Source: an optimization exercise on an open RTL-to-GDS flow (aim: small area). Production flows keep margins and buffers that such runs may drop. Function was checked by simulation only, so behaviour that the tests miss may differ from the original. No activity file was given, so power comes from the tool's default toggle rates.

// vga_game_top
module vga_game_top (
	input  logic               clk_50m,
	input  logic               rst,
	input  logic               pause,
	input  logic [1:0]         sw,
	input  logic [10:0]        vector_x,
	input  logic [9:0]         vector_y,
	input  logic signed [11:0] rel_x,
	output logic [2:0]         vga_red,
	output logic [2:0]         vga_green,
	output logic [1:0]         vga_blue,
	output logic               endgame
);
For scale: about 1000 cells after synthesis, about 47 I/O pins, roughly 0.0066 mm^2 of cells after synthesis.
clock: 12.0 ns
lec_check: 0
cap_margin: 20
core_margin: 2
core_utilization: 40
cts_buf_list: sky130_fd_sc_hd__clkbuf_8
gpl_timing_driven: 0
slew_margin: 20
standard.sh (not shown) runs the stock make flow with config.mk's settings and CLKGATE_MAP_FILE= SYNTH_SCRIPT=/design/flow/synth_recipe.tcl, a recipe that flattens the netlist after the stock synthesis.
==> flow/flow/run.sh <==
#!/bin/bash
# Layout flow: the standard layout, except that synthesis maps the logic
# with an area-oriented ABC script (flow/abc_area.script, deep AIG
# resynthesis then area mapping) and without the full/half-adder extraction.
# The registers come out of the same synthesis passes as the standard
# synthesis; that is checked against a standard synthesis run, and the flow
# falls back to the standard synthesis if they differ. The ports get
# buffers of the smallest buffer cell.
set -euo pipefail
W=$PWD
R=orfs/results/sky130hd/vga_game_top/base

# ORFS scripts with the ABC area script swapped for ours
rm -rf "$W/scripts"
cp -r "$FLOW_HOME/scripts" "$W/scripts"
cp "$W/flow/abc_area.script" "$W/scripts/abc_area.script"

# reference: the standard synthesis, in a work home of its own
sed -e "s#WORK_HOME=[^ ]*#WORK_HOME=$W/std#" standard.sh > std.sh
bash std.sh synth > std_synth.log 2>&1

# our synthesis, in the standard work home
sed -e "s#CLKGATE_MAP_FILE= #CLKGATE_MAP_FILE= SCRIPTS_DIR=$W/scripts ABC_AREA=1 ADDER_MAP_FILE= #" standard.sh > area.sh
bash area.sh synth > area_synth.log 2>&1

# registers: cell type and name, one per line
regs() {
  grep -E '^\s*sky130_fd_sc_hd__(df|ed|sdf|dl)[a-z]*_[0-9]+ ' "$1" |
    sed -E 's/^\s*sky130_fd_sc_hd__([a-z]+)_[0-9]+\s+(\S+).*/\1 \2/' | sort
}
regs std/results/sky130hd/vga_game_top/base/1_2_yosys.v > regs_std.txt
regs $R/1_2_yosys.v > regs_area.txt
if ! cmp -s regs_std.txt regs_area.txt || [[ ! -s regs_std.txt ]]; then
  echo "registers differ from the standard synthesis, using it instead" | tee fallback.txt
  rm -rf orfs
fi

# the rest of the standard layout, with the port buffers made of the
# smallest buffer cell
sed -e "s#CLKGATE_MAP_FILE= #CLKGATE_MAP_FILE= BUFFER_PORTS_ARGS='-buffer_cell sky130_fd_sc_hd__buf_1' CTS_ARGS='-sink_clustering_enable -repair_clock_nets -buf_list sky130_fd_sc_hd__clkbuf_8 -dont_use_dummy_load' #" standard.sh > finish.sh
bash finish.sh finish > finish.log 2>&1
==> flow/flow/abc_area.script <==
strash
&get -n
&deepsyn -T 180
&put
dch -f
amap -F 10 -A 30 -x
topo
The starting point ran to the end with no violations.
==> next run, changes <==
--- a/flow/flow/run.sh
+++ b/flow/flow/run.sh
@@ -39,3 +39,3 @@
 # smallest buffer cell
-sed -e "s#CLKGATE_MAP_FILE= #CLKGATE_MAP_FILE= BUFFER_PORTS_ARGS='-buffer_cell sky130_fd_sc_hd__buf_1' CTS_ARGS='-sink_clustering_enable -repair_clock_nets -buf_list sky130_fd_sc_hd__clkbuf_8 -dont_use_dummy_load' #" standard.sh > finish.sh
+sed -e "s#CLKGATE_MAP_FILE= #CLKGATE_MAP_FILE= BUFFER_PORTS_ARGS='-buffer_cell sky130_fd_sc_hd__buf_1' #" standard.sh > finish.sh
 bash finish.sh finish > finish.log 2>&1
==> flow/flow/abc_area.script (replaced) <==
strash
&get -n
&deepsyn -T 120
&put
dch -f
amap
topo
- CAP_MARGIN: 20 -> 0
- SLEW_MARGIN: 20 -> 0
=>
- combinational power came out higher by about 20%
- setup slack gets better by 0.11 ns
- routed wire length came out higher by about 10%
- clock skew came out lower by 0.0096 ns
- final cell count came out higher by about 6.4%
- global-route usage came out higher by 2.1 points
- sequential cell count is unchanged
- via count came out higher by about 5%
- sequential share of layout area came out lower by 1.2 points
- final area came out higher by 5.4%
==> next run, changes <==
--- a/flow/flow/run.sh
+++ b/flow/flow/run.sh
@@ -39,3 +39,3 @@
 # smallest buffer cell
-sed -e "s#CLKGATE_MAP_FILE= #CLKGATE_MAP_FILE= BUFFER_PORTS_ARGS='-buffer_cell sky130_fd_sc_hd__buf_1' #" standard.sh > finish.sh
+sed -e "s#CLKGATE_MAP_FILE= #CLKGATE_MAP_FILE= BUFFER_PORTS_ARGS='-buffer_cell sky130_fd_sc_hd__buf_1' CTS_ARGS='-sink_clustering_enable -repair_clock_nets -buf_list {sky130_fd_sc_hd__clkbuf_4 sky130_fd_sc_hd__clkbuf_8} -dont_use_dummy_load' #" standard.sh > finish.sh
 bash finish.sh finish > finish.log 2>&1
==> flow/flow/abc_area.script (replaced) <==
strash
&get -n
&deepsyn -T 180
&put
dch -f
amap -F 10 -A 30 -x
topo
- CAP_MARGIN: 0 -> 20
- SLEW_MARGIN: 0 -> 20
Outcome: Hold slack is better by 0.026 ns; power went down by 22%; design area fell by 5.1%; sequential share of layout area rose by 1.2 points; synthesized cell count falls by about 7%; fmax came out lower by 1.3%.
==> next run, changes <==
--- a/flow/flow/run.sh
+++ b/flow/flow/run.sh
@@ -39,3 +39,3 @@
 # smallest buffer cell
-sed -e "s#CLKGATE_MAP_FILE= #CLKGATE_MAP_FILE= BUFFER_PORTS_ARGS='-buffer_cell sky130_fd_sc_hd__buf_1' CTS_ARGS='-sink_clustering_enable -repair_clock_nets -buf_list {sky130_fd_sc_hd__clkbuf_4 sky130_fd_sc_hd__clkbuf_8} -dont_use_dummy_load' #" standard.sh > finish.sh
+sed -e "s#CLKGATE_MAP_FILE= #CLKGATE_MAP_FILE= BUFFER_PORTS_ARGS='-buffer_cell sky130_fd_sc_hd__buf_1' #" standard.sh > finish.sh
 bash finish.sh finish > finish.log 2>&1
==> flow/flow/abc_area.script (replaced) <==
strash
&get -n
&deepsyn -T 120
&put
dch -f
amap
topo
- GPL_TIMING_DRIVEN: 0 -> default
What happened: Final area is higher by 4.9%; worst hold slack got worse by 0.020 ns; setup slack improved by 1.3 ns; routed wire length is higher by 15%; die area is higher by 3.8%.

==> static timing again, ports no longer ideal <==
In the flow no input, the clock included, has a driving cell. The finished layouts below were timed again as built, in two steps.
Step 1 sets driving cells, clkbuf_16 on the clock port and buf_2 on the other inputs (assumed; they add their load-dependent delay and slew).
Step 2 times the ports against the registers' clock, not the clock port: input delays grow and output delays shrink by t, the midpoint of the rising clock arrivals with the driver on.
Slacks: ideal / step 1 / step 2; pairs: ideal / step 1.
run | t (ns) | setup WS [ns] | clock arrival spread, ns | slew at the worst register clock pin (ns)
the first run | 0.396 | 3.464 / 3.475 / 3.079 | 0.025 / 0.026 | 0.08 / 0.08
the second run | 0.419 | 3.576 / 3.570 / 3.150 | 0.017 / 0.017 | 0.09 / 0.09
the third run | 0.396 | 3.464 / 3.475 / 3.079 | 0.025 / 0.026 | 0.08 / 0.08
the fourth run | 0.418 | 4.770 / 4.781 / 4.363 | 0.012 / 0.012 | 0.09 / 0.09
After both steps every run listed still meets setup and hold. The setup slack of the second run, which loses most, moves by -0.006 ns with the drivers and by -0.426 ns with both steps.
